This design comes from an exercise in tuning for small area, a short achievable clock period and few clock cycles on the open sky130 flow, not from production work.
In this exercise RTL edits were held to simulation tests only and were not proved equivalent to the original.
No activity file was given, so power comes from the tool's default toggle rates.

==> flow/design.v <==
package sat_pkg;
    localparam int SEGMENT_SLOTS = 64;
    localparam int CACHE_DEPTH   = 8;
    localparam int ORD_W   = 6;
    localparam int ADDR_W  = 32;
    localparam int HOST_W  = 64;
    localparam logic [1:0] OP_LOAD       = 2'd0;
    localparam logic [1:0] OP_XLATE_ADDR = 2'd1;
    localparam logic [1:0] OP_XLATE_OFS  = 2'd2;
    localparam logic [1:0] ST_OK        = 2'd0;
    localparam logic [1:0] ST_DUPLICATE = 2'd1;
    localparam logic [1:0] ST_NOT_FOUND = 2'd2;
endpackage
module segment_address_translator_top (
    input  logic                       clk,
    input  logic                       rst_n,
    input  logic                       cmd_valid,
    output logic                       cmd_ready,
    input  logic [1:0]                 cmd_opcode,
    input  logic [sat_pkg::ORD_W-1:0]  cmd_ordinal,
    input  logic [sat_pkg::ADDR_W-1:0] cmd_segment_base,
    input  logic [sat_pkg::ADDR_W-1:0] cmd_segment_size,
    input  logic [sat_pkg::HOST_W-1:0] cmd_mapped_base,
    input  logic [sat_pkg::ADDR_W-1:0] cmd_address,
    input  logic [sat_pkg::ADDR_W-1:0] cmd_offset,
    output logic                       res_valid,
    input  logic                       res_ready,
    output logic [1:0]                 res_status,
    output logic [sat_pkg::HOST_W-1:0] res_translated,
    output logic                       res_cache_hit,
    input  logic                       cfg_write,
    input  logic [sat_pkg::ADDR_W-1:0] cfg_data
);
    localparam int N = sat_pkg::SEGMENT_SLOTS;
    localparam int D = sat_pkg::CACHE_DEPTH;
    function automatic logic ge_n(input logic [32:0] a, input logic [32:0] nb);
        logic [32:0] g;
        logic [32:0] p;
        logic [16:0] g1, p1;
        logic [8:0]  g2, p2;
        logic [4:0]  g3, p3;
        logic [2:0]  g4, p4;
        logic [1:0]  g5, p5;
        g = a & nb;
        p = a | nb;
        for (int j = 0; j < 16; j++) begin
            g1[j] = g[2*j+1] | (p[2*j+1] & g[2*j]);
            p1[j] = p[2*j+1] & p[2*j];
        end
        g1[16] = g[32]; p1[16] = p[32];
        for (int j = 0; j < 8; j++) begin
            g2[j] = g1[2*j+1] | (p1[2*j+1] & g1[2*j]);
            p2[j] = p1[2*j+1] & p1[2*j];
        end
        g2[8] = g1[16]; p2[8] = p1[16];
        for (int j = 0; j < 4; j++) begin
            g3[j] = g2[2*j+1] | (p2[2*j+1] & g2[2*j]);
            p3[j] = p2[2*j+1] & p2[2*j];
        end
        g3[4] = g2[8]; p3[4] = p2[8];
        for (int j = 0; j < 2; j++) begin
            g4[j] = g3[2*j+1] | (p3[2*j+1] & g3[2*j]);
            p4[j] = p3[2*j+1] & p3[2*j];
        end
        g4[2] = g3[4]; p4[2] = p3[4];
        g5[0] = g4[1] | (p4[1] & g4[0]);
        p5[0] = p4[1] & p4[0];
        g5[1] = g4[2]; p5[1] = p4[2];
        ge_n = g5[1] | (p5[1] & (g5[0] | p5[0]));
    endfunction
    function automatic logic [63:0] add64(input logic [63:0] a, input logic [63:0] b,
                                          input logic cin);
        logic [63:0] g;
        logic [63:0] p;
        logic [63:0] x;
        int          j;
        g = a & b;
        p = a | b;
        x = a ^ b;
        g[0] = g[0] | (p[0] & cin);
        for (int l = 0; l < 6; l++) begin
            for (int i = 0; i < 64; i++) begin
                if (((i >> l) & 1) == 1) begin
                    j = ((i >> l) << l) - 1;
                    g[i] = g[i] | (p[i] & g[j]);
                    p[i] = p[i] & p[j];
                end
            end
        end
        add64 = x ^ {g[62:0], cin};
    endfunction
    function automatic logic [N-1:0] lowbit(input logic [N-1:0] x);
        logic [N-1:0] s;
        s = x;
        for (int d = 1; d < N; d = d * 2) begin
            s = s | (s << d);
        end
        lowbit = x & ~(s << 1);
    endfunction
    function automatic logic [31:0] pand32(input logic [31:0] x);
        logic [31:0] t;
        int          j;
        t = x;
        for (int l = 0; l < 5; l++) begin
            for (int i = 0; i < 32; i++) begin
                if (((i >> l) & 1) == 1) begin
                    j = ((i >> l) << l) - 1;
                    t[i] = t[i] & t[j];
                end
            end
        end
        pand32 = t;
    endfunction
    function automatic logic [31:0] inc32(input logic [31:0] x);
        logic [31:0] t;
        t = pand32(x);
        inc32 = x ^ {t[30:0], 1'b1};
    endfunction
    function automatic logic [31:0] dec32(input logic [31:0] x);
        logic [31:0] t;
        t = pand32(~x);
        dec32 = x ^ {t[30:0], 1'b1};
    endfunction
    function automatic logic [5:0] encode(input logic [N-1:0] x);
        encode = '0;
        for (int i = 0; i < N; i++) begin
            if (x[i]) encode = encode | 6'(i);
        end
    endfunction
    function automatic logic [N-1:0] rotl1(input logic [N-1:0] x);
        rotl1 = {x[N-2:0], x[N-1]};
    endfunction
    logic        adv;
    logic [5:0]  phase;
    logic [31:0] image_base_reg;
    logic        p1;
    logic [1:0]  op1;
    logic [5:0]  pos1;      
    logic [N-1:0] s1oh;     
    logic [31:0] base1;
    logic [32:0] end1;      
    logic [63:0] delta1;    
    logic        bw1;       
    logic [32:0] in_end;    
    logic [32:0] in_ofs;    
    logic [32:0] in_sum;
    logic [63:0] in_end64;
    logic [63:0] in_ofs64;
    assign in_end64 = add64({32'd0, cmd_segment_base}, {32'd0, cmd_segment_size}, 1'b0);
    assign in_ofs64 = add64({32'd0, image_base_reg}, {32'd0, cmd_offset}, 1'b0);
    assign in_end   = in_end64[32:0];
    assign in_ofs   = in_ofs64[32:0];
    assign in_sum = (cmd_opcode == sat_pkg::OP_LOAD) ? in_end :
                    (cmd_opcode == sat_pkg::OP_XLATE_OFS) ? {1'b0, in_ofs[31:0]} :
                    {1'b0, cmd_address};
    logic [32:0] in_dlo;    
    logic [63:0] in_dlo64;
    assign in_dlo64 = add64({32'd0, cmd_mapped_base[31:0]}, {32'd0, ~cmd_segment_base}, 1'b1);
    assign in_dlo   = in_dlo64[32:0];
    always_ff @(posedge clk)
    begin
        if (adv)
        begin
            op1    <= cmd_opcode;
            base1  <= cmd_segment_base;
            end1   <= in_sum[32:0];
            delta1 <= {cmd_mapped_base[63:32], in_dlo[31:0]};
            bw1    <= !in_dlo[32];
        end
    end
    logic ld1;
    logic aligned1;         
    assign ld1      = p1 && (op1 == sat_pkg::OP_LOAD);
    assign aligned1 = pos1[0];
    always_ff @(posedge clk)
    begin
        pos1 <= adv ? (cmd_ordinal + phase + 6'd1) : (pos1 + 6'd1);
        s1oh <= adv ? (N'(1) << (cmd_ordinal + phase + 6'd1)) : rotl1(s1oh);
    end
    logic [63:0] delta1f;
    assign delta1f = {bw1 ? dec32(delta1[63:32]) : delta1[63:32], delta1[31:0]};
    logic        wv;
    logic [N-1:0] woh;      
    logic [31:0] wbase;
    logic [32:0] wend;
    logic [63:0] wdelta;
    always_ff @(posedge clk)
    begin
        woh    <= rotl1(s1oh);
        wbase  <= base1;
        wend   <= end1;
        wdelta <= delta1f;
    end
    logic [N-1:0]         rv;
    logic [N-1:0][31:0]   rnb;
    logic [N-1:0][32:0]   rne;
    logic [N-1:0][63:0]   rdl;
    logic        we;
    logic         we1;      
    logic [31:0] wd_nb;
    logic [32:0] wd_ne;
    logic [63:0] wd_dl;
    logic [N-1:0] ins;
    assign we    = wv || we1;
    assign we1   = adv && ld1 && aligned1;
    assign wd_nb = ~(wv ? wbase : base1);
    assign wd_ne = ~(wv ? wend : end1);
    assign wd_dl = wv ? wdelta : delta1f;
    for (genvar j = 0; j < N; j++)
    begin : g_pos
        localparam int JP = (j + N - 1) % N;
        if (j % 2 == 0)
        begin : g_ins
            assign ins[j] = ((wv && woh[JP]) || (!wv && we1 && s1oh[JP])) && !rv[JP];
        end
        else
        begin : g_pass
            assign ins[j] = 1'b0;
        end
        always_ff @(posedge clk or negedge rst_n)
        begin
            if (!rst_n)
                rv[j] <= 1'b0;
            else
                rv[j] <= ins[j] ? 1'b1 : rv[JP];
        end
        always_ff @(posedge clk)
        begin
            rnb[j] <= ins[j] ? wd_nb : rnb[JP];
            rne[j] <= ins[j] ? wd_ne : rne[JP];
            rdl[j] <= ins[j] ? wd_dl : rdl[JP];
        end
    end
    logic dup1;
    assign dup1 = (|(rv & s1oh)) || (wv && (|(woh & s1oh)));
    logic        p2;
    logic [1:0]  op2;
    logic        dup2;
    logic [31:0] a2;
    logic [N-1:0] cp;
    always_ff @(posedge clk)
    begin
        if (adv)
        begin
            op2  <= op1;
            dup2 <= dup1;
            a2   <= end1[31:0];
        end
    end
    for (genvar j = 0; j < N; j++)
    begin : g_cmp
        assign cp[j] = rv[j] && ge_n({1'b0, a2}, {1'b1, rnb[j]}) && !ge_n({1'b0, a2}, rne[j]);
    end
    logic        p3;
    logic [1:0]  op3;
    logic        dup3;
    logic [31:0] a3;
    logic [N-1:0] c3;
    always_ff @(posedge clk)
    begin
        if (adv)
        begin
            op3  <= op2;
            dup3 <= dup2;
            a3   <= a2;
        end
        c3 <= adv ? rotl1(cp) : rotl1(c3);
    end
    logic [D-1:0][5:0] rec;     
    logic [D-1:0]      rec_v;
    logic [D-1:0]      lh;
    logic              lhit;
    logic [N-1:0]      lwin;
    logic [D-1:0][N-1:0] rec_oh;    
    always_comb
    begin
        for (int k = 0; k < D; k++)
        begin
            rec_oh[k] = N'(1) << rec[k];
        end
    end
    logic              tany;
    logic [N-1:0]      zmask;   
    logic [N-1:0]      hi3;
    logic [N-1:0]      tlow;
    logic [5:0]        tpos1;   
    logic              xl3;
    logic              found3;
    logic [N-1:0]      win3;
    logic [1:0]        st3;
    logic              upd;
    assign xl3 = (op3 == sat_pkg::OP_XLATE_ADDR) || (op3 == sat_pkg::OP_XLATE_OFS);
    always_comb
    begin
        for (int k = 0; k < D; k++)
        begin
            lh[k] = rec_v[k] && c3[rec[k]];
        end
        lhit = |lh;
        lwin = '0;
        for (int k = D - 1; k >= 0; k--)
        begin
            if (lh[k])
            begin
                lwin = rec_oh[k];
            end
        end
        tany = |c3;
        zmask = {N{1'b1}} << phase;
        hi3  = c3 & zmask;
        tlow = (|hi3) ? lowbit(hi3) : lowbit(c3);
        tpos1 = encode(rotl1(tlow));
        found3 = xl3 && (lhit || tany);
        if (!found3)
            win3 = '0;
        else if (lhit)
            win3 = lwin;
        else
            win3 = tlow;
        if (op3 == sat_pkg::OP_LOAD && dup3)
            st3 = sat_pkg::ST_DUPLICATE;
        else if (xl3 && !found3)
            st3 = sat_pkg::ST_NOT_FOUND;
        else
            st3 = sat_pkg::ST_OK;
    end
    assign upd = adv && p3 && xl3 && !lhit && tany;
    logic [D-1:0][5:0] rec_inc;
    always_comb
    begin
        for (int k = 0; k < D; k++)
        begin
            rec_inc[k] = rec[k] + 6'd1;
        end
    end
    always_ff @(posedge clk or negedge rst_n)
    begin
        if (!rst_n)
        begin
            rec_v <= '0;
        end
        else if (upd)
        begin
            rec_v <= {rec_v[D-2:0], 1'b1};
        end
    end
    always_ff @(posedge clk)
    begin
        for (int k = 0; k < D; k++)
        begin
            if (upd)
                rec[k] <= (k == 0) ? tpos1 : rec_inc[k-1];
            else
                rec[k] <= rec_inc[k];
        end
    end
    logic         p4;
    logic [N-1:0] win4;
    logic [31:0]  a4;
    logic [1:0]   st4;
    logic         hit4;
    always_ff @(posedge clk)
    begin
        if (adv)
        begin
            a4   <= found3 ? a3 : 32'd0;
            st4  <= st3;
            hit4 <= found3 && lhit;
        end
        win4 <= adv ? rotl1(win3) : rotl1(win4);
    end
    logic [63:0] dsel;
    always_comb
    begin
        dsel = '0;
        for (int j = 0; j < N; j++)
        begin
            dsel = dsel | ({64{win4[j]}} & rdl[j]);
        end
    end
    logic        p5;
    logic [63:0] d5;
    logic [31:0] a5;
    logic [1:0]  st5;
    logic        hit5;
    always_ff @(posedge clk)
    begin
        if (adv)
        begin
            d5   <= dsel;
            a5   <= a4;
            st5  <= st4;
            hit5 <= hit4;
        end
    end
    logic [32:0] lo5;
    logic [66:0] res5;
    logic [63:0] lo5_64;
    assign lo5_64 = add64({32'd0, d5[31:0]}, {32'd0, a5}, 1'b0);
    assign lo5    = lo5_64[32:0];
    assign res5 = {st5, hit5, lo5[32] ? inc32(d5[63:32]) : d5[63:32], lo5[31:0]};
    logic        r_v;
    logic        b_v;
    logic [66:0] r_d;
    logic [66:0] b_d;
    logic        take;
    logic        in_v;
    assign take = r_v && res_ready;
    assign in_v = adv && p5;
    logic       b_v_next;
    logic       r_v_next;
    logic       wv_next;
    logic       p1_next;
    logic       ld1_next;
    logic       pos1_0_next;
    logic       adv_next;
    always_comb
    begin
        r_v_next    = (r_v && !take) || b_v || in_v;
        b_v_next    = r_v && !take && (b_v || in_v);
        wv_next     = adv && ld1 && !aligned1;
        p1_next     = adv ? cmd_valid : p1;
        ld1_next    = adv ? (cmd_valid && cmd_opcode == sat_pkg::OP_LOAD) : ld1;
        pos1_0_next = adv ? (cmd_ordinal[0] ^ phase[0] ^ 1'b1) : !pos1[0];
        adv_next    = !b_v_next && !(wv_next && ld1_next && pos1_0_next);
    end
    always_ff @(posedge clk or negedge rst_n)
    begin
        if (!rst_n)
        begin
            adv            <= 1'b1;
            phase          <= '0;
            image_base_reg <= '0;
            p1             <= 1'b0;
            p2             <= 1'b0;
            p3             <= 1'b0;
            p4             <= 1'b0;
            p5             <= 1'b0;
            wv             <= 1'b0;
            r_v            <= 1'b0;
            b_v            <= 1'b0;
        end
        else
        begin
            adv   <= adv_next;
            phase <= phase + 6'd1;
            if (cfg_write)
            begin
                image_base_reg <= cfg_data;
            end
            p1  <= p1_next;
            if (adv)
            begin
                p2 <= p1;
                p3 <= p2;
                p4 <= p3;
                p5 <= p4;
            end
            wv  <= wv_next;
            r_v <= r_v_next;
            b_v <= b_v_next;
        end
    end
    always_ff @(posedge clk)
    begin
        if (!r_v || take)
        begin
            r_d <= b_v ? b_d : res5;
        end
        if (adv)
        begin
            b_d <= res5;
        end
    end
    logic nrdy_q;
    logic nrv_q;
    always_ff @(posedge clk or negedge rst_n)
    begin
        if (!rst_n)
        begin
            nrdy_q <= 1'b0;
            nrv_q  <= 1'b1;
        end
        else
        begin
            nrdy_q <= !adv_next;
            nrv_q  <= !r_v_next;
        end
    end
    assign cmd_ready      = !nrdy_q;
    assign res_valid      = !nrv_q;
    assign res_status     = r_d[66:65];
    assign res_cache_hit  = r_d[64];
    assign res_translated = r_d[63:0];
endmodule
==> flow/flow/run.sh <==
#!/bin/bash
# Layout flow: the standard layout (standard.sh), with these changes.
#  1. Synthesis maps logic with abc_speed.script (delay-driven ABC mapping with a
#     delay target) in place of ORFS's own abc_speed.script, and without the
#     full/half-adder cell extraction; everything else in synthesis, registers
#     included, is the standard synthesis.
#  2. Timing repair aims below the clock period (SETUP_SLACK_MARGIN) only after
#     placement (CTS and global route stages), not at floorplan, and may resize
#     cells to other footprints there.
# Each step's full output goes to a log file of its own in this folder.
set -euo pipefail
W=$(pwd)
rm -rf "$W/scripts"
cp -r "$FLOW_HOME/scripts" "$W/scripts"
cp "$W/flow/abc_speed.script" "$W/scripts/abc_speed.script"
export SCRIPTS_DIR="$W/scripts"

MARGIN=$(cat "$W/flow/setup_margin.txt")

bash standard.sh ADDER_MAP_FILE= synth > "$W/log_synth.txt" 2>&1
bash standard.sh floorplan > "$W/log_floorplan.txt" 2>&1
bash standard.sh place > "$W/log_place.txt" 2>&1
bash standard.sh SETUP_SLACK_MARGIN=$MARGIN MATCH_CELL_FOOTPRINT=0 cts > "$W/log_cts.txt" 2>&1
bash standard.sh SETUP_SLACK_MARGIN=$MARGIN MATCH_CELL_FOOTPRINT=0 route > "$W/log_route.txt" 2>&1
bash standard.sh finish > "$W/log_finish.txt" 2>&1
test -f "$W/out/final.def"
==> flow/flow/abc_speed.script <==
&get -n
&st
&synch2
&if -g -K 6
&synch2
&put
dch -f
map -D 2500
buffer -c
topo
upsize -D 2500
dnsize -D 2500
stime -c
==> flow/flow/setup_margin.txt <==
4.5
==> flow/standard.sh <==
#!/bin/bash
# synth_recipe.tcl (not shown) runs the flow's synth.tcl, then flattens the netlist and writes it again
# the make line also repeats each setting of config.mk as NAME=value (left out here)
make -C /OpenROAD-flow-scripts/flow DESIGN_CONFIG=/design/flow/config.mk WORK_HOME=/design/flow/orfs CLKGATE_MAP_FILE= SYNTH_SCRIPT=/design/flow/synth_recipe.tcl "${@:-finish}"
==> flow/config.mk <==
export PLATFORM = sky130hd
export DESIGN_NAME = segment_address_translator_top
export DESIGN_NICKNAME = segment_address_translator_top
export VERILOG_FILES = /design/flow/design.v
export SDC_FILE = /design/flow/constraint.sdc
export NUM_CORES = 8
export LEC_CHECK = 0
export CAP_MARGIN = 20
export CORE_MARGIN = 2
export CORE_UTILIZATION = 55
export CTS_CLUSTER_DIAMETER = 60
export CTS_CLUSTER_SIZE = 24
export PLACE_DENSITY = 0.65
export SLEW_MARGIN = 20
export SYNTH_HIERARCHICAL = 1
export SYNTH_MEMORY_MAX_BITS = 16384
==> flow/constraint.sdc <==
create_clock -name core_clock -period 8.0 [get_ports {clk}]
set_input_delay 1.6000 -clock core_clock [delete_from_list [all_inputs] [get_ports {clk}]]
set_output_delay 1.6000 -clock core_clock [all_outputs]
set_load 0.01 [all_outputs]
==> impl_metrics.json, run 1 <==
{
  "synth-seq-cells": 9281,
  "clockBufferDepth": 4,
  "swShare_pct": 44.3,
  "clk_pin_slew_ps": 90,
  "intPower_mw": 96.8,
  "synth_top_flop_cell": "dfxtp_1",
  "finalSetupViolCount": 0,
  "max_freq_mhz": 235,
  "startpoint_type": "flop",
  "path_cells": "buf_6, clkbuf_16, buf_12, buf_12, o22ai_1, o21ai_0, o221ai_1, o221ai_1, a21oi_1, a221oi_1, o21ai_2, o221ai_2, a31oi_4, o22ai_2, a21oi_4, o22ai_2, a21oi_4, o32ai_4",
  "ff2ff_path_depth": 18,
  "rsz0062_at_grt": "true",
  "yosys.cell_types.count": 90,
  "clkPwrFrac_pct": 19.5,
  "nFillCells": 50214,
  "antenna_found_initial": 114,
  "power_leakage_nw": 162,
  "hold_viol_final": 0,
  "grt_usage_pct": 49.6,
  "crit_required_ps": 8960,
  "clkLatencyLatePin_ps": 1210,
  "num_rows": 288,
  "reg_top3": "rdl (4096), rne (2112), rnb (2048)",
  "numPortBuffers": 305,
  "arrival_ps": 5220,
  "yosysWarnings": 7,
  "final_net_count": 38710,
  "timing.final.crit_share_pct": 53.1,
  "combPwrFrac_pct": 41.9,
  "status": "timing/DRC/antenna clean",
  "start_util_pct": 55.1,
  "die_h_um": 789,
  "r2r-start": "a2[2]$_DFFE_PP_",
  "crit_type": "reg -> reg",
  "detail-route-antenna-nets": 0,
  "cts_root_buffer": "clkbuf_16",
  "drc": 0,
  "crit_buf_inv": 4,
  "p_sw_mw": 77.0,
  "ir_worst_vdd_mv": 0.458,
  "p_per_area_nw_per_um2": 435,
  "numCtsBuffers": 584,
  "seq_area_sq_um": 192000,
  "netlist_area_sq_um": 339000,
  "drtIter0Drc": 52557,
  "synth_top_area_share_pct": 51.4,
  "grt_overflow": 0,
  "vias_per_cell": 6.82,
  "pin_count": 306,
  "multi_input_area_sq_um": 142000,
  "period_minus_slack_ps": 4250,
  "path_max_fanout": 13,
  "netlist_instances": 38698,
  "largest_reg_flops": 4096,
  "fin_skew_ps": 65.2,
  "avgSynthCellArea_sq_um": 8.75,
  "finalNonFillerCells": 47227,
  "vias": 321913,
  "hold_end": "rdl[4052]$_DFF_P_",
  "htreeDepth": 6,
  "pwr-share-seq_pct": 38.6,
  "grt_pass1_vias": 290169,
  "worst_slew_pin_slew_ps": 1350,
  "placedCellCount": 44931,
  "die_area_sq_um": 622000,
  "hold_slack_ps": 329,
  "grt_start_max_net_pins": 158,
  "routedWlPerCell_um": 34.9,
  "yosysTopAreaCell": "dfxtp_1",
  "end_kind": "flop",
  "cp_slowest_stage_delay_ps": 500,
  "place.gp.congestion": 1.09,
  "area_growth_pct": 18.0,
  "synth_nets": 38935,
  "largest-register": "rdl",
  "slew_headroom_pct": 9.85,
  "cts_tree": "yes",
  "slowest_stage": "a21oi_4",
  "wl_um": 1650000,
  "ys_seq_area_share_pct": 56.4,
  "ys_top_cells_by_area": "dfxtp_1 51%, a22oi_1 7.6%, nand2_1 7.0%",
  "cts.sinks": 9281,
  "synth_edf_count": 470,
  "drv_slew": 0,
  "path_delay_family": "compound AO/OA/AOI/OAI gates",
  "fp.dieW_um": 789,
  "dr.pass1.iters": 11,
  "r2r_end": "c3[8]$_DFF_P_",
  "hold_depth": 0,
  "cap_violations": 0,
  "grt_first_pass_wirelength_um": 2220000,
  "hold_class": "reg -> reg",
  "core_sq_um": 614000,
  "drive_gt1_share_pct": 13.9,
  "holdCritStartpoint": "rdl[3988]$_DFF_P_",
  "rrSetupSlack_ps": 3750,
  "async_flop_share_pct": 1.30,
  "dp_hpwl_um": 1010000
}
## cells by family (layout without fill, tap and decap cells)
family	Yosys count	after routing	share of synthesized area, %
mux	86	86	0.262
xor+xnor	131	131	0.339
buf+inv	5957	6184	6.61
simple gates	10856	10860	12.9
fa+ha+maj	6	6	0.0177
flops	9281	9281	56.4
other cells	0	169	0
compound gates	12381	12390	23.5
## routing by layer
metal  part of all wire, %  global-route usage [%]  routed length (um)
met5                 0.036                   0.320                 594
met4                    11                    45.5              187000
met3                    14                    15.3              227000
met2                    40                    69.9              658000
met1                    35                    60.5              576000
## worst reg2reg max path, delay by kind of cell (launching register included)
family / cells / cell delay (ps)
AO/OA/AOI/OAI: 14 / 2890
buffers and inverters: 4 / 720
flip-flops: 1 / 440
## final cells by class
type                       count  share of cell area (%)
multi-input combinational  23473                    35.5
inverter                    3042                    3.08
tap                         8120                    2.54
timing repair inverter        16                  0.0504
sequential                  9281                    47.9
antenna                      169                   0.106
clock buffer                 703                    3.98
timing repair buffer        2075                    5.78
clock inverter               348                    1.03
## synthesized netlist by cell type, drive strengths merged (11+ instances only)
| library cell | number |
|---|---|
| a22oi | 3424 |
| dfrtp | 119 |
| nand3b | 13 |
| a211oi | 105 |
| o31ai | 42 |
| a41oi | 11 |
| o221ai | 284 |
| clkinv | 60 |
| mux2 | 20 |
| nand3 | 266 |
| a32oi | 33 |
| o21ai | 3507 |
| buf | 129 |
| edfxtp | 470 |
| a31oi | 1046 |
| mux2i | 66 |
| clkbuf | 2786 |
| o311ai | 30 |
| a221oi | 480 |
| nand4 | 507 |
| nor4 | 199 |
| dfxtp | 8690 |
| o22a | 12 |
| nand2 | 6325 |
| a21boi | 11 |
| xor2 | 92 |
| nor3 | 215 |
| a2111oi | 49 |
| a311oi | 22 |
| xnor2 | 39 |
| o211ai | 155 |
| o21bai | 12 |
| a21oi | 1165 |
| a2bb2oi | 11 |
| o2111ai | 73 |
| o32ai | 81 |
| o21a | 42 |
| inv | 2982 |
| nor2 | 3235 |
| o2bb2ai | 15 |
| a22o | 28 |
| o22ai | 1689 |
| or2 | 58 |
## power by group through the flow
stage	clock (mW)	sequential, mW	combinational [mW]
global route	35.3	67.5	74.1
detailed placement	0	67.1	53.0
global placement	0	67.0	52.4
finish	33.9	67.1	72.8
floorplan	0	63.0	30.9
CTS	33.6	66.2	63.5
## layout by cell type (no fill, tap or decap), types with 270 or more instances in the layout
cell type,netlist,final
a21oi_1,1165,893
a31oi_1,1046,924
buf_6,1,270
nand2_1,6320,6176
nor2_1,3210,2983
buf_4,2,1088
o21ai_0,3492,2936
inv_1,2944,2811
o22ai_1,1689,1500
edfxtp_1,470,470
nand4_1,506,506
a221oi_1,479,336
dfxtp_1,8690,8554
o21ai_2,1,289
a22oi_1,3424,3345
clkbuf_16,0,703
## metrics by stage
| stage | instance area (sq um) | TNS [ps] | setup WS [ps] | total power, mW | utilization (%) |
|---|---|---|---|---|---|
| after floorplan | 339000 | 0 | 65.1 | 93.9 | - |
| final | 400000 | 0 | 3750 | 174 | 65.0 |
| after global routing | 399000 | 0 | 3710 | 177 | 65.0 |
| after detailed placement | 349000 | 0 | 1740 | 120 | 56.9 |
| after global placement | 349000 | -279 | -279 | 119 | 56.8 |
| after CTS | 388000 | 0 | 3860 | 163 | 63.2 |
## worst max path at each step
stage	cells past startpoint	slack [ps]	from	end
2_1_floorplan	13	70	adv$_DFF_PN1_	rdl[3744]$_DFF_P_
3_3_place_gp	11	-280	a2[7]$_DFFE_PP_	c3[8]$_DFF_P_
3_5_place_dp	23	1740	cmd_segment_base[0]	end1[31]$_DFFE_PP_
4_1_cts	24	3860	a5[0]$_DFFE_PP_	r_d[58]$_DFFE_PN_
5_1_grt	22	3710	d5[34]$_DFFE_PP_	r_d[57]$_DFFE_PN_
6_report	18	3750	a2[2]$_DFFE_PP_	c3[8]$_DFF_P_
## repair_timing
action,CTS,global route
pin swaps,577,1004
cloned,129,42
gates resized for setup,2668,1831
endpoints found under the setup margin,4613,1215
buffers inserted,580,320
hold buffers,0,0
Testbench counts, summed over its fixed seeds: cycles 5,001.
==> run 2, diff against run 1 <==
--- a/flow/design.v
+++ b/flow/design.v
@@ -89,10 +89,10 @@
         end
         add64 = x ^ {g[62:0], cin};
     endfunction
-    function automatic logic [N-1:0] lowbit(input logic [N-1:0] x);
-        logic [N-1:0] s;
+    function automatic logic [31:0] lowbit(input logic [31:0] x);
+        logic [31:0] s;
         s = x;
-        for (int d = 1; d < N; d = d * 2) begin
+        for (int d = 1; d < 32; d = d * 2) begin
             s = s | (s << d);
         end
         lowbit = x & ~(s << 1);
@@ -127,30 +127,31 @@
             if (x[i]) encode = encode | 6'(i);
         end
     endfunction
-    function automatic logic [N-1:0] rotl1(input logic [N-1:0] x);
-        rotl1 = {x[N-2:0], x[N-1]};
+    function automatic logic [N-1:0] rot2(input logic [N-1:0] x);
+        rot2 = {x[62:32], x[63], x[30:0], x[31]};
     endfunction
     logic        adv;
-    logic [5:0]  phase;
+    logic [4:0]  phase;
     logic [31:0] image_base_reg;
     logic        p1;
     logic [1:0]  op1;
     logic [5:0]  pos1;      
     logic [N-1:0] s1oh;     
     logic [31:0] base1;
-    logic [32:0] end1;      
+    logic [31:0] end1;      
+    logic        z1;        
     logic [63:0] delta1;    
-    logic        bw1;       
-    logic [32:0] in_end;    
+    logic [31:0] in_last;   
     logic [32:0] in_ofs;    
     logic [32:0] in_sum;
     logic [63:0] in_end64;
     logic [63:0] in_ofs64;
-    assign in_end64 = add64({32'd0, cmd_segment_base}, {32'd0, cmd_segment_size}, 1'b0);
+    assign in_end64 = add64({32'd0, ~(cmd_segment_base ^ cmd_segment_size)},
+                            {31'd0, cmd_segment_base | cmd_segment_size, 1'b0}, 1'b0);
     assign in_ofs64 = add64({32'd0, image_base_reg}, {32'd0, cmd_offset}, 1'b0);
-    assign in_end   = in_end64[32:0];
+    assign in_last  = in_end64[33] ? 32'hffff_ffff : in_end64[31:0];
     assign in_ofs   = in_ofs64[32:0];
-    assign in_sum = (cmd_opcode == sat_pkg::OP_LOAD) ? in_end :
+    assign in_sum = (cmd_opcode == sat_pkg::OP_LOAD) ? {1'b0, in_last} :
                     (cmd_opcode == sat_pkg::OP_XLATE_OFS) ? {1'b0, in_ofs[31:0]} :
                     {1'b0, cmd_address};
     logic [32:0] in_dlo;    
@@ -163,55 +164,68 @@
         begin
             op1    <= cmd_opcode;
             base1  <= cmd_segment_base;
-            end1   <= in_sum[32:0];
-            delta1 <= {cmd_mapped_base[63:32], in_dlo[31:0]};
-            bw1    <= !in_dlo[32];
+            end1   <= in_sum[31:0];
+            z1     <= (cmd_segment_size == 32'd0);
+            delta1 <= {in_dlo[32] ? cmd_mapped_base[63:32] : dec32(cmd_mapped_base[63:32]),
+                       in_dlo[31:0]};
         end
     end
+    logic [5:0] pos_in;     
+    assign pos_in = {cmd_ordinal[5], cmd_ordinal[4:0] + phase + 5'd1};
     logic ld1;
     logic aligned1;         
     assign ld1      = p1 && (op1 == sat_pkg::OP_LOAD);
     assign aligned1 = pos1[0];
     always_ff @(posedge clk)
     begin
-        pos1 <= adv ? (cmd_ordinal + phase + 6'd1) : (pos1 + 6'd1);
-        s1oh <= adv ? (N'(1) << (cmd_ordinal + phase + 6'd1)) : rotl1(s1oh);
+        pos1 <= adv ? pos_in : {pos1[5], pos1[4:0] + 5'd1};
+        s1oh <= adv ? (N'(1) << pos_in) : rot2(s1oh);
     end
-    logic [63:0] delta1f;
-    assign delta1f = {bw1 ? dec32(delta1[63:32]) : delta1[63:32], delta1[31:0]};
+    logic [31:0] sb1;
+    logic [31:0] sl1;
+    assign sb1 = z1 ? 32'hffff_ffff : base1;
+    assign sl1 = z1 ? 32'd0 : end1;
     logic        wv;
     logic [N-1:0] woh;      
+    logic        wring;     
     logic [31:0] wbase;
-    logic [32:0] wend;
+    logic [31:0] wlast;
     logic [63:0] wdelta;
     always_ff @(posedge clk)
     begin
-        woh    <= rotl1(s1oh);
-        wbase  <= base1;
-        wend   <= end1;
-        wdelta <= delta1f;
+        woh    <= rot2(s1oh);
+        wring  <= pos1[5];
+        wbase  <= sb1;
+        wlast  <= sl1;
+        wdelta <= delta1;
     end
     logic [N-1:0]         rv;
     logic [N-1:0][31:0]   rnb;
-    logic [N-1:0][32:0]   rne;
+    logic [N-1:0][31:0]   rnl;
     logic [N-1:0][63:0]   rdl;
     logic        we;
     logic         we1;      
-    logic [31:0] wd_nb;
-    logic [32:0] wd_ne;
-    logic [63:0] wd_dl;
+    logic [1:0][31:0] wd_nb;    
+    logic [1:0][31:0] wd_nl;
+    logic [1:0][63:0] wd_dl;
+    logic [1:0]       wsel;     
     logic [N-1:0] ins;
     assign we    = wv || we1;
     assign we1   = adv && ld1 && aligned1;
-    assign wd_nb = ~(wv ? wbase : base1);
-    assign wd_ne = ~(wv ? wend : end1);
-    assign wd_dl = wv ? wdelta : delta1f;
+    assign wsel  = {wv && wring, wv && !wring};
+    for (genvar r = 0; r < 2; r++)
+    begin : g_bus
+        assign wd_nb[r] = ~(wsel[r] ? wbase : sb1);
+        assign wd_nl[r] = wsel[r] ? wlast : sl1;
+        assign wd_dl[r] = wsel[r] ? wdelta : delta1;
+    end
     for (genvar j = 0; j < N; j++)
     begin : g_pos
-        localparam int JP = (j + N - 1) % N;
+        localparam int JP = (j & 32) | ((j + 31) & 31);    
+        localparam int R  = j / 32;
         if (j % 2 == 0)
         begin : g_ins
-            assign ins[j] = ((wv && woh[JP]) || (!wv && we1 && s1oh[JP])) && !rv[JP];
+            assign ins[j] = ((wv && woh[JP]) || (we1 && s1oh[JP])) && !rv[JP];
         end
         else
         begin : g_pass
@@ -226,9 +240,9 @@
         end
         always_ff @(posedge clk)
         begin
-            rnb[j] <= ins[j] ? wd_nb : rnb[JP];
-            rne[j] <= ins[j] ? wd_ne : rne[JP];
-            rdl[j] <= ins[j] ? wd_dl : rdl[JP];
+            rnb[j] <= ins[j] ? wd_nb[R] : rnb[JP];
+            rnl[j] <= ins[j] ? wd_nl[R] : rnl[JP];
+            rdl[j] <= ins[j] ? wd_dl[R] : rdl[JP];
         end
     end
     logic dup1;
@@ -237,6 +251,9 @@
     logic [1:0]  op2;
     logic        dup2;
     logic [31:0] a2;
+    logic [31:0] a2n;       
+    logic [31:0] a2r;       
+    logic [31:0] a2rn;
     logic [N-1:0] cp;
     always_ff @(posedge clk)
     begin
@@ -244,12 +261,29 @@
         begin
             op2  <= op1;
             dup2 <= dup1;
-            a2   <= end1[31:0];
+            a2   <= end1;
+            a2n  <= ~end1;
+        end
+    end
+    always_ff @(posedge clk or negedge rst_n)
+    begin
+        if (!rst_n)
+        begin
+            a2r  <= '0;
+            a2rn <= '0;
+        end
+        else if (adv)
+        begin
+            a2r  <= end1;
+            a2rn <= ~end1;
         end
     end
     for (genvar j = 0; j < N; j++)
     begin : g_cmp
-        assign cp[j] = rv[j] && ge_n({1'b0, a2}, {1'b1, rnb[j]}) && !ge_n({1'b0, a2}, rne[j]);
+        logic [31:0] aj;
+        assign aj    = (j < 16) ? a2 : (j < 32) ? ~a2n : (j < 48) ? a2r : ~a2rn;
+        assign cp[j] = rv[j] && ge_n({1'b0, aj}, {1'b1, rnb[j]})
+                       && ge_n({1'b0, rnl[j]}, {1'b1, ~aj});
     end
     logic        p3;
     logic [1:0]  op3;
@@ -264,7 +298,7 @@
             dup3 <= dup2;
             a3   <= a2;
         end
-        c3 <= adv ? rotl1(cp) : rotl1(c3);
+        c3 <= adv ? rot2(cp) : rot2(c3);
     end
     logic [D-1:0][5:0] rec;     
     logic [D-1:0]      rec_v;
@@ -280,7 +314,9 @@
         end
     end
     logic              tany;
-    logic [N-1:0]      zmask;   
+    logic [31:0]       zmask;   
+    logic [31:0]       tl0;
+    logic [31:0]       tl1;
     logic [N-1:0]      hi3;
     logic [N-1:0]      tlow;
     logic [5:0]        tpos1;   
@@ -306,10 +342,12 @@
             end
         end
         tany = |c3;
-        zmask = {N{1'b1}} << phase;
-        hi3  = c3 & zmask;
-        tlow = (|hi3) ? lowbit(hi3) : lowbit(c3);
-        tpos1 = encode(rotl1(tlow));
+        zmask = {32{1'b1}} << phase;
+        hi3  = {c3[63:32] & zmask, c3[31:0] & zmask};
+        tl0  = (|hi3[31:0]) ? lowbit(hi3[31:0]) : lowbit(c3[31:0]);
+        tl1  = (|hi3[63:32]) ? lowbit(hi3[63:32]) : lowbit(c3[63:32]);
+        tlow = (|c3[31:0]) ? {32'd0, tl0} : {tl1, 32'd0};
+        tpos1 = encode(rot2(tlow));
         found3 = xl3 && (lhit || tany);
         if (!found3)
             win3 = '0;
@@ -330,7 +368,7 @@
     begin
         for (int k = 0; k < D; k++)
         begin
-            rec_inc[k] = rec[k] + 6'd1;
+            rec_inc[k] = {rec[k][5], rec[k][4:0] + 5'd1};
         end
     end
     always_ff @(posedge clk or negedge rst_n)
@@ -367,7 +405,7 @@
             st4  <= st3;
             hit4 <= found3 && lhit;
         end
-        win4 <= adv ? rotl1(win3) : rotl1(win4);
+        win4 <= adv ? rot2(win3) : rot2(win4);
     end
     logic [63:0] dsel;
     always_comb
@@ -394,11 +432,28 @@
         end
     end
     logic [32:0] lo5;
-    logic [66:0] res5;
     logic [63:0] lo5_64;
     assign lo5_64 = add64({32'd0, d5[31:0]}, {32'd0, a5}, 1'b0);
     assign lo5    = lo5_64[32:0];
-    assign res5 = {st5, hit5, lo5[32] ? inc32(d5[63:32]) : d5[63:32], lo5[31:0]};
+    logic        p6;
+    logic [31:0] lo6;
+    logic        c6;
+    logic [31:0] hi6;
+    logic [1:0]  st6;
+    logic        hit6;
+    always_ff @(posedge clk)
+    begin
+        if (adv)
+        begin
+            lo6  <= lo5[31:0];
+            c6   <= lo5[32];
+            hi6  <= d5[63:32];
+            st6  <= st5;
+            hit6 <= hit5;
+        end
+    end
+    logic [66:0] res6;
+    assign res6 = {st6, hit6, c6 ? inc32(hi6) : hi6, lo6};
     logic        r_v;
     logic        b_v;
     logic [66:0] r_d;
@@ -406,7 +461,7 @@
     logic        take;
     logic        in_v;
     assign take = r_v && res_ready;
-    assign in_v = adv && p5;
+    assign in_v = adv && p6;
     logic       b_v_next;
     logic       r_v_next;
     logic       wv_next;
@@ -422,7 +477,8 @@
         p1_next     = adv ? cmd_valid : p1;
         ld1_next    = adv ? (cmd_valid && cmd_opcode == sat_pkg::OP_LOAD) : ld1;
         pos1_0_next = adv ? (cmd_ordinal[0] ^ phase[0] ^ 1'b1) : !pos1[0];
-        adv_next    = !b_v_next && !(wv_next && ld1_next && pos1_0_next);
+        adv_next    = !b_v_next && !(wv_next && ld1_next && pos1_0_next
+                                     && (pos1[5] == cmd_ordinal[5]));
     end
     always_ff @(posedge clk or negedge rst_n)
     begin
@@ -436,6 +492,7 @@
             p3             <= 1'b0;
             p4             <= 1'b0;
             p5             <= 1'b0;
+            p6             <= 1'b0;
             wv             <= 1'b0;
             r_v            <= 1'b0;
             b_v            <= 1'b0;
@@ -443,7 +500,7 @@
         else
         begin
             adv   <= adv_next;
-            phase <= phase + 6'd1;
+            phase <= phase + 5'd1;
             if (cfg_write)
             begin
                 image_base_reg <= cfg_data;
@@ -455,6 +512,7 @@
                 p3 <= p2;
                 p4 <= p3;
                 p5 <= p4;
+                p6 <= p5;
             end
             wv  <= wv_next;
             r_v <= r_v_next;
@@ -465,11 +523,11 @@
     begin
         if (!r_v || take)
         begin
-            r_d <= b_v ? b_d : res5;
+            r_d <= b_v ? b_d : res6;
         end
         if (adv)
         begin
-            b_d <= res5;
+            b_d <= res6;
         end
     end
     logic nrdy_q;
--- a/flow/flow/run.sh
+++ b/flow/flow/run.sh
@@ -6,7 +6,8 @@
 #     included, is the standard synthesis.
 #  2. Timing repair aims below the clock period (SETUP_SLACK_MARGIN) only after
 #     placement (CTS and global route stages), not at floorplan, and may resize
-#     cells to other footprints there.
+#     cells to other footprints there; it works on the worst half of the
+#     failing endpoints only (TNS_END_PERCENT), since only the worst slack counts.
 # Each step's full output goes to a log file of its own in this folder.
 set -euo pipefail
 W=$(pwd)
@@ -20,7 +21,7 @@
 bash standard.sh ADDER_MAP_FILE= synth > "$W/log_synth.txt" 2>&1
 bash standard.sh floorplan > "$W/log_floorplan.txt" 2>&1
 bash standard.sh place > "$W/log_place.txt" 2>&1
-bash standard.sh SETUP_SLACK_MARGIN=$MARGIN MATCH_CELL_FOOTPRINT=0 cts > "$W/log_cts.txt" 2>&1
-bash standard.sh SETUP_SLACK_MARGIN=$MARGIN MATCH_CELL_FOOTPRINT=0 route > "$W/log_route.txt" 2>&1
+bash standard.sh SETUP_SLACK_MARGIN=$MARGIN TNS_END_PERCENT=50 MATCH_CELL_FOOTPRINT=0 cts > "$W/log_cts.txt" 2>&1
+bash standard.sh SETUP_SLACK_MARGIN=$MARGIN TNS_END_PERCENT=50 MATCH_CELL_FOOTPRINT=0 route > "$W/log_route.txt" 2>&1
 bash standard.sh finish > "$W/log_finish.txt" 2>&1
 test -f "$W/out/final.def"
==> flow/flow/abc_speed.script (replaced) <==
&get -n
&st
&synch2
&if -g -K 6
&synch2
&put
dch -f
map -D 1800
buffer -c
topo
upsize -D 1800
dnsize -D 1800
stime -c
--- a/flow/config.mk
+++ b/flow/config.mk
@@ -5,12 +5,12 @@
 export SDC_FILE = /design/flow/constraint.sdc
 export NUM_CORES = 8
 export LEC_CHECK = 0
-export CAP_MARGIN = 20
+export CAP_MARGIN = 35
 export CORE_MARGIN = 2
 export CORE_UTILIZATION = 55
 export CTS_CLUSTER_DIAMETER = 60
 export CTS_CLUSTER_SIZE = 24
 export PLACE_DENSITY = 0.65
-export SLEW_MARGIN = 20
+export SLEW_MARGIN = 35
 export SYNTH_HIERARCHICAL = 1
 export SYNTH_MEMORY_MAX_BITS = 16384
==> impl_metrics.json, run 2 <==
{
  "combPwrFrac_pct": 41.7,
  "fin_setup_tns_ps": 0,
  "path_max_fanout": 20,
  "drc": 0,
  "fin_skew_ps": 148,
  "final_net_count": 38148,
  "avgSynthCellArea_sq_um": 9.22,
  "wl_met2_um": 628000,
  "synth_nets": 38083,
  "status": "timing/DRC/antenna clean",
  "cts_tree": "yes",
  "cts.sinks": 9381,
  "period_minus_slack_ps": 3900,
  "startpoint_type": "flop",
  "path_delay_family": "compound AO/OA/AOI/OAI gates",
  "pin_count": 306,
  "wl_met3_um": 243000,
  "crit_type": "reg -> reg",
  "synth_commonest_cells": "8,618 x dfxtp_1, 4,259 x nand2_1, 3,887 x inv_1, 3,493 x o21ai_0, 3,032 x a22oi_1",
  "clk_pin_slew_ps": 90,
  "fp.dieW_um": 801,
  "synth_top_flop_cell": "dfxtp_1",
  "holdCritStartpoint": "rdl[1691]$_DFF_P_",
  "intPower_mw": 95.8,
  "num_rows": 292,
  "antenna_found_initial": 205,
  "arrival_ps": 4980,
  "synth_most_common_cell": "dfxtp_1",
  "area_growth_pct": 16.2,
  "netlist_area_sq_um": 349000,
  "hold_end": "rdl[1755]$_DFF_P_",
  "placedCellCount": 44772,
  "grt_pass1_vias": 287473,
  "rrSetupSlack_ps": 4100,
  "slowest_stage": "nor3_1",
  "ys_top_cells_by_area": "dfxtp_1 49%, a22oi_1 6.5%, mux2_2 5.9%",
  "largest-register": "rdl",
  "cap_violations": 0,
  "numPortBuffers": 305,
  "netlist_instances": 37846,
  "finalNonFillerCells": 46958,
  "timing.final.crit_share_pct": 48.8,
  "cts_root_buffer": "clkbuf_16",
  "clkLatencyLatePin_ps": 1220,
  "cp_slowest_stage_delay_ps": 460,
  "place.gp.congestion": 1.03,
  "dp_hpwl_um": 1020000,
  "cp_common_cell": "nand2_1",
  "yosysTopAreaCell": "dfxtp_1",
  "drtIter0Drc": 53617,
  "ys_seq_area_share_pct": 55.7,
  "synth_edf_count": 578,
  "yosys.cell_types.count": 86,
  "postCtsHoldBufs": 0,
  "top_layer_used": "met5",
  "drive_gt1_share_pct": 17.4,
  "dr.pass1.iters": 12,
  "path_cells": "nand2_1, buf_8, o22ai_1, a221oi_2, nand2_1, a311oi_4, nand2_1, nor3_2, buf_4, inv_1, nor3_1, o21ai_0, o21ai_1, a41oi_1, o22ai_1",
  "grt_usage_pct": 46.7,
  "drv_slew": 0,
  "hold_depth": 0,
  "ff2ff_path_depth": 15,
  "power_leakage_nw": 163,
  "slew_headroom_pct": 25.6,
  "pwr-share-seq_pct": 38.3,
  "die_area_sq_um": 641000,
  "final_common_cell": "dfxtp_1",
  "grt_start_max_net_pins": 132,
  "reg_top3": "rdl (4096), rnb (2048), rnl (2048)",
  "hold_class": "reg -> reg",
  "max_freq_mhz": 256,
  "yosysWarnings": 7,
  "wirelength_met1_um": 613000,
  "numCtsBuffers": 590,
  "r2r-start": "rec[6]$_DFF_P_",
  "swShare_pct": 44.0,
  "clkPwrFrac_pct": 20.0,
  "grt_overflow": 0,
  "ir_worst_vdd_mv": 0.407,
  "grt_first_pass_wirelength_um": 2160000,
  "detail-route-antenna-nets": 0,
  "htreeDepth": 6,
  "hold_viol_final": 0,
  "worst_slew_pin_slew_ps": 1120,
  "rsz0062_at_grt": "true",
  "vias_per_cell": 6.75,
  "start_util_pct": 55.2,
  "async_flop_share_pct": 1.97,
  "p_per_area_nw_per_um2": 422,
  "die_h_um": 801,
  "wl_um": 1600000,
  "r2r_end": "win4[36]$_DFF_P_",
  "end_kind": "flop",
  "clockBufferDepth": 4,
  "synth_top_area_share_pct": 49.4,
  "crit_required_ps": 9070,
  "routedWlPerCell_um": 34.1,
  "finalSetupViolCount": 0,
  "synth-seq-cells": 9381,
  "vias": 316969,
  "largest_reg_flops": 4096,
  "final_cell_mix": "8,473 x dfxtp_1, 4,144 x nand2_1, 3,750 x inv_1",
  "p_sw_mw": 75.2,
  "core_sq_um": 632000,
  "crit_buf_inv": 3
}
==> run 2: layout make-up <==
class | count | area [sq um]
repair buffers | 1966 | 21600
multi-input cells | 21956 | 141000
inverters | 3996 | 15700
fillers | 51556 | 227000
repair inverters | 20 | 175
clock inverters | 331 | 4140
diodes | 221 | 553
well taps | 8379 | 10500
clock buffers | 708 | 16200
flip-flops and latches | 9381 | 195000
==> run 2: cell families after synthesis <==
group | after synthesis | synth area share [%]
xor gates and xnor gates | 130 | 0.326
DFF | 9381 | 55.7
and+or+nand+nor | 8069 | 9.50
AOI/OAI and AO/OA | 11901 | 21.5
adders and majority gates | 4 | 0.0115
buffers and inverters | 6533 | 7.06
muxes | 1828 | 5.90
==> run 2: worst max-delay path by stage <==
stage	start	end	slack, ps	depth (start not counted)
2_1_floorplan	adv$_DFF_PN1_	rdl[1043]$_DFF_P_	1320	10
3_3_place_gp	cmd_segment_base[0]	end1[28]$_DFFE_PP_	1750	18
3_5_place_dp	cmd_segment_base[0]	end1[28]$_DFFE_PP_	1770	18
4_1_cts	adv$_DFF_PN1_	rnl[1409]$_DFF_P_	4180	9
5_1_grt	a2r[1]$_DFFE_PN0P_	c3[45]$_DFF_P_	4200	15
6_report	rec[6]$_DFF_P_	win4[36]$_DFF_P_	4100	15
==> run 2: repair_timing <==
action,4_1_cts,5_1_grt
cloned,77,49
hold endpoints to repair,0,0
pin swaps,341,452
gates resized for setup,1997,1093
setup endpoints to repair,2553,1939
buffers inserted,487,294
==> run 2: power groups by stage <==
stage | sequential, mW | combinational [mW] | clock, mW
5_1_grt | 65.9 | 73.0 | 35.7
3_5_place_dp | 65.7 | 56.1 | 0
6_report | 65.6 | 71.2 | 34.2
4_1_cts | 64.8 | 63.5 | 34.0
3_3_place_gp | 65.7 | 54.9 | 0
2_1_floorplan | 61.4 | 32.9 | 0
==> run 2: layer usage <==
layer	GRT usage [%]	vias to the layer above
met4	27.9	92
met1	63.0	152906
met2	63.8	25664
met5	0.505	-
met3	16.6	5516
li1	-	132791
==> run 2: stage by stage <==
step	total power [mW]	setup WS (ps)	utilization [%]	area [sq um]	hold WS (ps)
after floorplan	94.4	1320	-	349000	327
after global placement	121	1750	57.0	361000	331
after detailed placement	122	1770	57.2	362000	332
after CTS	162	4180	62.7	397000	325
after global routing	175	4200	64.0	405000	332
final	171	4100	64.1	405000	323
Testbench counts of run 2, summed over its fixed seeds: cycles 4,907.
==> run 3, diff against run 2 <==
==> flow/flow/abc_speed.script (replaced) <==
&get -n
&st
&synch2
&if -g -K 6
&synch2
&put
dch -f
map -D 1500
buffer -c
topo
upsize -D 1500
dnsize -D 1500
stime -c
==> impl_metrics.json, run 3 <==
{
  "yosysWarnings": 7,
  "grt_usage_pct": 45.6,
  "ys_seq_area_share_pct": 55.2,
  "core_sq_um": 640000,
  "fin_setup_tns_ps": 0,
  "ys_top_cells_by_area": "dfxtp_1 49%, a22oi_1 6.2%, mux2_2 6.0%",
  "synth_edf_count": 578,
  "crit_required_ps": 8830,
  "synth_top_area_share_pct": 49.0,
  "path_max_fanout": 25,
  "synth_nets": 38896,
  "drv_slew": 0,
  "dp_slack_ps": 2210,
  "synth_top_family_by_area": "compound AO/OA/AOI/OAI gates",
  "timing.final.crit_share_pct": 48.6,
  "hold_class": "reg -> reg",
  "area_growth_pct": 13.5,
  "fp.dieW_um": 804,
  "drive_gt1_share_pct": 14.8,
  "grt_start_max_net_pins": 140,
  "synthXorXnorAreaFrac_pct": 0.296,
  "crit_type": "reg -> reg",
  "largest-register": "rdl",
  "wl_um": 1560000,
  "largest_reg_flops": 4096,
  "detail-route-antenna-nets": 0,
  "dr.pass1.iters": 16,
  "crit_buf_inv": 2,
  "antenna_found_initial": 179,
  "synth_top_flop_cell": "dfxtp_1",
  "cts.sinks": 9381,
  "rsz0062_at_grt": "true",
  "p_per_area_nw_per_um2": 422,
  "synthMuxAreaShare_pct": 6.02,
  "startpoint_type": "flop",
  "yosysTopAreaCell": "dfxtp_1",
  "slew_headroom_pct": 25.2,
  "grt_pass1_vias": 285005,
  "cp_slowest_stage_delay_ps": 840,
  "worst_slew_pin_slew_ps": 1120,
  "grt_first_pass_wirelength_um": 2140000,
  "die_h_um": 804,
  "async_flop_share_pct": 1.97,
  "finalSetupViolCount": 0,
  "clk_pin_slew_ps": 90,
  "numPortBuffers": 305,
  "vias": 317086,
  "synth-seq-cells": 9381,
  "cap_violations": 0,
  "clkLatencyLatePin_ps": 1230,
  "hold_viol_final": 0,
  "netlist_instances": 38659,
  "num_rows": 294,
  "routedWlPerCell_um": 32.9,
  "htreeDepth": 6,
  "clockBufferDepth": 4,
  "arrival_ps": 4720,
  "grt_overflow": 0,
  "end_kind": "flop",
  "synth_compound_area_share_pct": 20.8,
  "period_minus_slack_ps": 3890,
  "drc": 0,
  "final_net_count": 38620,
  "vias_per_cell": 6.67,
  "cp_common_cell": "buf_4",
  "synth_fa_ha_area_share_pct": 0.0852,
  "path_delay_family": "buffers and inverters",
  "power_leakage_nw": 162,
  "drtIter0Drc": 52298,
  "postCtsHoldBufs": 0,
  "max_freq_mhz": 257,
  "die_area_sq_um": 647000,
  "status": "timing/DRC/antenna clean",
  "avgSynthCellArea_sq_um": 9.12,
  "synth_commonest_cells": "8,618 x dfxtp_1, 4,552 x nand2_1, 3,832 x inv_1, 3,350 x o21ai_0, 2,926 x a22oi_1",
  "fin_skew_ps": 94.2,
  "yosys.cell_types.count": 95,
  "path_cells": "buf_4, buf_4, a22oi_1, nand4_1, nor4_1, nand2_1",
  "final_cell_mix": "8,503 x dfxtp_1, 4,500 x nand2_1, 3,736 x inv_1",
  "reg_top3": "rdl (4096), rnb (2048), rnl (2048)",
  "final_common_cell": "dfxtp_1",
  "synth_most_common_cell": "dfxtp_1",
  "numCtsBuffers": 592,
  "slowest_stage": "dfxtp_4",
  "netlist_area_sq_um": 352000,
  "timing.final.ws_setup_ps": 4110,
  "pin_count": 306,
  "cts_tree": "yes",
  "synth-simple-area-share_pct": 10.6,
  "dp_hpwl_um": 1010000,
  "ir_worst_vdd_mv": 0.340,
  "place.gp.congestion": 1.04,
  "start_util_pct": 55.1,
  "nFillCells": 53261,
  "cts_root_buffer": "clkbuf_16"
}
-- run 3: cell count changes in the layout (fill, tap and decap cells not counted), sizes merged, moves of 51 or more --
| cell | delta |
|---|---|
| nand3 | +113 |
| a21oi | +224 |
| nand2 | +298 |
| a22oi | -105 |
| nor2 | +414 |
| nor3 | +69 |
| o21ai | -117 |
| o221ai | -98 |
| buf | -299 |
| a31oi | -118 |
| clkbuf | -55 |
| mux2 | +57 |
| o32ai | -51 |
| nand4 | +70 |
-- run 3: final timing paths --
kind | cells after the start | slack [ps] | endpoint | start
max in group asynchronous | 3 | 5580 | a2r[14]$_DFFE_PN0P_ | rst_n
worst min register to register | 0 | 310 | rnb[1277]$_DFF_P_ | rnb[1245]$_DFF_P_
worst min-delay path | 0 | 310 | rnb[1277]$_DFF_P_ | rnb[1245]$_DFF_P_
min in group asynchronous | 1 | 450 | p4$_DFFE_PN0P_ | rst_n
worst max-delay path | 6 | 4110 | d5[54]$_DFFE_PP_ | win4[26]$_DFF_P_
worst max register to register | 6 | 4110 | d5[54]$_DFFE_PP_ | win4[26]$_DFF_P_
-- run 3: cell type report --
| class | count | area (sq um) | area share [%] |
|---|---|---|---|
| diodes | 223 | 558 | 0.140 |
| clock buffers | 689 | 15800 | 3.94 |
| well taps | 8436 | 10600 | 2.64 |
| inverters | 3955 | 15400 | 3.85 |
| repair buffers | 1637 | 17900 | 4.48 |
| repair inverters | 19 | 123 | 0.0307 |
| multi-input cells | 22797 | 140000 | 35.0 |
| flip-flops and latches | 9381 | 195000 | 48.7 |
| clock inverters | 380 | 4750 | 1.19 |
-- run 3: timing repair --
item | 4_1_cts | 5_1_grt
pin swaps | 113 | 174
setup buffers | 327 | 189
cloned | 58 | 25
endpoints found under the setup margin | 3050 | 832
gates resized for setup | 1166 | 692
-- run 3: logic make-up after synthesis --
group,Yosys count
muxes,1885
AOI/OAI and AO/OA,11720
adders and majority gates,30
DFF,9381
and+or+nand+nor,9019
buffers and inverters,6505
xor gates and xnor gates,119
-- run 3: metrics by stage --
step | util (%) | instance area (sq um) | instances | total power, mW | hold WS [ps]
6_report | 62.5 | 400000 | 47517 | 169 | 314
4_1_cts | 61.6 | 394000 | 47054 | 162 | 323
5_1_grt | 62.4 | 399000 | 47323 | 173 | 325
3_5_place_dp | 57.1 | 365000 | 45600 | 124 | 333
2_1_floorplan | - | 352000 | 38659 | 96.5 | 327
3_3_place_gp | 56.8 | 364000 | 45547 | 123 | 330
-- run 3: routing by layer --
metal  GRT usage [%]  wire, um  vias to the layer above
met5           0.214       951                        -
met4            24.9    105000                      111
met3            17.5    237000                     5118
met2            62.5    614000                    24650
met1            61.6    607000                   152740
li1                -         -                   134467
-- run 3: where the power goes --
group / switching (mW) / total (mW) / internal (mW)
Clock: 18.2 / 34.3 / 16.1
Combinational: 48.0 / 68.9 / 20.9
Sequential: 8.56 / 65.7 / 57.2
==> run 4, diff against run 3 <==
--- a/flow/design.v
+++ b/flow/design.v
@@ -432,28 +432,11 @@
         end
     end
     logic [32:0] lo5;
+    logic [66:0] res5;
     logic [63:0] lo5_64;
     assign lo5_64 = add64({32'd0, d5[31:0]}, {32'd0, a5}, 1'b0);
     assign lo5    = lo5_64[32:0];
-    logic        p6;
-    logic [31:0] lo6;
-    logic        c6;
-    logic [31:0] hi6;
-    logic [1:0]  st6;
-    logic        hit6;
-    always_ff @(posedge clk)
-    begin
-        if (adv)
-        begin
-            lo6  <= lo5[31:0];
-            c6   <= lo5[32];
-            hi6  <= d5[63:32];
-            st6  <= st5;
-            hit6 <= hit5;
-        end
-    end
-    logic [66:0] res6;
-    assign res6 = {st6, hit6, c6 ? inc32(hi6) : hi6, lo6};
+    assign res5 = {st5, hit5, lo5[32] ? inc32(d5[63:32]) : d5[63:32], lo5[31:0]};
     logic        r_v;
     logic        b_v;
     logic [66:0] r_d;
@@ -461,7 +444,7 @@
     logic        take;
     logic        in_v;
     assign take = r_v && res_ready;
-    assign in_v = adv && p6;
+    assign in_v = adv && p5;
     logic       b_v_next;
     logic       r_v_next;
     logic       wv_next;
@@ -492,7 +475,6 @@
             p3             <= 1'b0;
             p4             <= 1'b0;
             p5             <= 1'b0;
-            p6             <= 1'b0;
             wv             <= 1'b0;
             r_v            <= 1'b0;
             b_v            <= 1'b0;
@@ -512,7 +494,6 @@
                 p3 <= p2;
                 p4 <= p3;
                 p5 <= p4;
-                p6 <= p5;
             end
             wv  <= wv_next;
             r_v <= r_v_next;
@@ -523,11 +504,11 @@
     begin
         if (!r_v || take)
         begin
-            r_d <= b_v ? b_d : res6;
+            r_d <= b_v ? b_d : res5;
         end
         if (adv)
         begin
-            b_d <= res6;
+            b_d <= res5;
         end
     end
     logic nrdy_q;
==> flow/flow/abc_speed.script (replaced) <==
&get -n
&st
&synch2
&if -g -K 6
&synch2
&put
dch -f
map -D 1800
buffer -c
topo
upsize -D 1800
dnsize -D 1800
stime -c
==> impl_metrics.json, run 4 <==
{
  "cp_slowest_stage_delay_ps": 1090,
  "grt_pass1_vias": 285836,
  "hold_class": "reg -> reg",
  "ir_worst_vdd_mv": 0.323,
  "numCtsBuffers": 588,
  "crit_type": "reg -> reg",
  "place.gp.congestion": 1.04,
  "clockBufferDepth": 4,
  "path_cells": "inv_2, nand2_2, nand2_2, o211ai_1, nand3_1, nand3_2, o21ai_4, nor3_4, a2bb2oi_2, buf_12, a31o_4, nand3_4, buf_12, nand2_8, buf_16, nand3_2, nand2_2, a31oi_4",
  "hold_slack_ps": 297,
  "cts_tree": "yes",
  "p_per_area_nw_per_um2": 425,
  "grt_overflow": 0,
  "core_sq_um": 631000,
  "netlist_area_sq_um": 348000,
  "crit_required_ps": 8950,
  "final_net_count": 38132,
  "avgSynthCellArea_sq_um": 9.20,
  "synth_top_flop_cell": "dfxtp_1",
  "cap_violations": 0,
  "slew_headroom_pct": 23.4,
  "vias_per_cell": 6.77,
  "final_cell_mix": "8,470 x dfxtp_1, 4,016 x nand2_1, 3,731 x inv_1",
  "ys_top_cells_by_area": "dfxtp_1 50%, a22oi_1 6.6%, mux2_2 6.0%",
  "die_h_um": 799,
  "status": "timing/DRC/antenna clean",
  "fin_setup_tns_ps": 0,
  "cts.sinks": 9312,
  "drc": 0,
  "die_area_sq_um": 638000,
  "path_max_fanout": 8,
  "finalSetupViolCount": 0,
  "synth_nets": 38035,
  "dp_hpwl_um": 1010000,
  "reg_top3": "rdl (4096), rnb (2048), rnl (2048)",
  "yosysWarnings": 7,
  "fin_skew_ps": 118,
  "hold_viol_final": 0,
  "synth-simple-area-share_pct": 9.61,
  "yosysTopAreaCell": "dfxtp_1",
  "fp.dieW_um": 799,
  "rsz0062_at_grt": "true",
  "slowest_stage": "edfxtp_1",
  "wl_um": 1600000,
  "period_minus_slack_ps": 3990,
  "netlist_instances": 37798,
  "htreeDepth": 6,
  "yosys.cell_types.count": 93,
  "dr.pass1.iters": 14,
  "final_core_util_pct": 64.1,
  "grt_usage_pct": 47.3,
  "clkLatencyLatePin_ps": 1240,
  "end_kind": "flop",
  "worst_slew_pin_slew_ps": 1150,
  "synth_edf_count": 510,
  "vias": 317961,
  "finalPower_mw": 172,
  "routedWlPerCell_um": 34.2,
  "area_growth_pct": 16.4,
  "cts_root_buffer": "clkbuf_16",
  "synth_top_area_share_pct": 49.6,
  "power_leakage_nw": 162,
  "pin_count": 306,
  "clk_pin_slew_ps": 90,
  "synth_compound_area_share_pct": 21.6,
  "drtIter0Drc": 52280,
  "grt_start_max_net_pins": 141,
  "largest_reg_flops": 4096,
  "arrival_ps": 4940,
  "synth-seq-cells": 9312,
  "num_rows": 292,
  "max_freq_mhz": 251,
  "drive_gt1_share_pct": 18.0,
  "synth_fa_ha_area_share_pct": 0.00576,
  "async_flop_share_pct": 1.98,
  "largest-register": "rdl",
  "startpoint_type": "flop",
  "drv_slew": 0,
  "numPortBuffers": 305,
  "synth_most_common_cell": "dfxtp_1",
  "final_common_cell": "dfxtp_1",
  "synthXorXnorAreaFrac_pct": 0.290,
  "synth_top_family_by_area": "compound AO/OA/AOI/OAI gates",
  "timing.final.crit_share_pct": 49.8,
  "antenna_found_initial": 195,
  "cp_common_cell": "nand2_2",
  "start_util_pct": 55.1,
  "grt_first_pass_wirelength_um": 2170000,
  "ys_seq_area_share_pct": 55.4,
  "postCtsHoldBufs": 0,
  "synthMuxAreaShare_pct": 5.98,
  "detail-route-antenna-nets": 0,
  "synth_commonest_cells": "8,618 x dfxtp_1, 4,190 x nand2_1, 3,883 x inv_1, 3,414 x o21ai_0, 3,057 x a22oi_1"
}
## run 4: cell count changes in the layout (fill, tap and decap cells not counted), moves of 95 or more
| cell | delta |
|---|---|
| nor2_1 | -546 |
| nand2_1 | -484 |
| buf_4 | +294 |
| a21oi_1 | -169 |
| a22oi_1 | +99 |
| a31oi_1 | +95 |
## run 4: metrics by stage
| step | setup WS [ps] | cells | instance area (sq um) |
|---|---|---|---|
| after detailed placement | 2070 | 44694 | 360000 |
| after floorplan | 2420 | 37798 | 348000 |
| final | 4010 | 46952 | 405000 |
| after global placement | 1540 | 44664 | 359000 |
| after CTS | 4160 | 46419 | 396000 |
| after global routing | 4020 | 46773 | 404000 |
## run 4: layout make-up
cell class	instances	area, sq um
fillers	51338	226000
inverters	3975	15600
diodes	211	528
flip-flops and latches	9312	193000
well taps	8379	10500
multi-input cells	21969	142000
clock inverters	373	4550
repair inverters	13	115
clock buffers	684	15800
repair buffers	2036	22000
## run 4: kinds of logic (layout without fill, tap and decap cells)
kind of cell / count (synthesis) / count (layout)
muxes: 1845 / 1845
other: 0 / 211
buffers and inverters: 6543 / 7081
xor gates and xnor gates: 115 / 115
DFF: 9312 / 9312
AOI/OAI and AO/OA: 11930 / 11932
adders and majority gates: 2 / 2
and+or+nand+nor: 8051 / 8075
## run 4: final timing paths
kind                            slack, ps                              to               from  cells after the start
max in group asynchronous            6290             a2rn[1]$_DFFE_PN0P_              rst_n                      2
worst max register to register       4010               r_d[40]$_DFFE_PN_    d5[5]$_DFFE_PP_                     18
worst max-delay path                 4010               r_d[40]$_DFFE_PN_    d5[5]$_DFFE_PP_                     18
worst min register to register        300               rdl[2687]$_DFF_P_  rdl[2623]$_DFF_P_                      0
worst min-delay path                  300               rdl[2687]$_DFF_P_  rdl[2623]$_DFF_P_                      0
min in group asynchronous             370  image_base_reg[22]$_DFFE_PN0P_              rst_n                      1
## run 4: critical path, delay by kind of cell (launching register included)
family                 cells  cell delay, ps
and+or+nand+nor            9            1120
buffers and inverters      4             720
DFF                        1            1090
AOI/OAI and AO/OA          5             720
## run 4: power breakdown
group	internal (mW)	switching, mW
logic	23.2	49.6
clock network	15.9	18.1
registers	56.7	8.41
total	95.8	76.1
## run 4: timing repair
item                                    in CTS  in global routing
endpoints found under the setup margin    3043               2262
pin swaps                                  375                527
gates resized for setup                   2049               1174
cloned                                      80                 38
setup buffers                              588                269
## run 4: metal layers
layer | share of wire (%) | global-route usage, % | wire (um) | vias to the layer above
met5 | 0.082 | 0.487 | 1320 | -
met4 | 7.4 | 28.2 | 118000 | 120
met3 | 15 | 18.4 | 248000 | 5688
met2 | 39 | 63.9 | 624000 | 25629
met1 | 38 | 63.4 | 613000 | 153626
li1 | - | - | - | 132898
Testbench counts of run 4, summed over its fixed seeds: cycles 4,899.

## port drivers added, routing unchanged
No port has a modelled driver above. Below, the same layouts with a new extraction and two added sets of constraints. Step 1 assumes that a clkbuf_16 drives the clock port and a buf_2 every other input. Step 2 times the ports against the registers' clock, not the clock port: input delays grow and output delays shrink by t, the midpoint of the rising clock arrivals with the driver on. Slacks: ideal ports / drivers / drivers and shift; pairs: ideal ports / drivers.
| run | shift t [ns] | slack for setup (ns) | slew at the worst register clock pin (ns) |
|---|---|---|---|
| run 1 | 1.325 | 3.748 / 3.748 / 3.290 | 0.10 / 0.10 |
| run 2 | 1.304 | 4.095 / 4.095 / 3.304 | 0.10 / 0.10 |
| run 3 | 1.319 | 4.114 / 4.114 / 3.331 | 0.11 / 0.11 |
| run 4 | 1.323 | 4.012 / 4.012 / 3.311 | 0.10 / 0.10 |
After both steps every run listed still meets setup and hold. The setup slack of run 2, which loses most, moves by 0.000 ns with the drivers and by -0.791 ns with both steps.
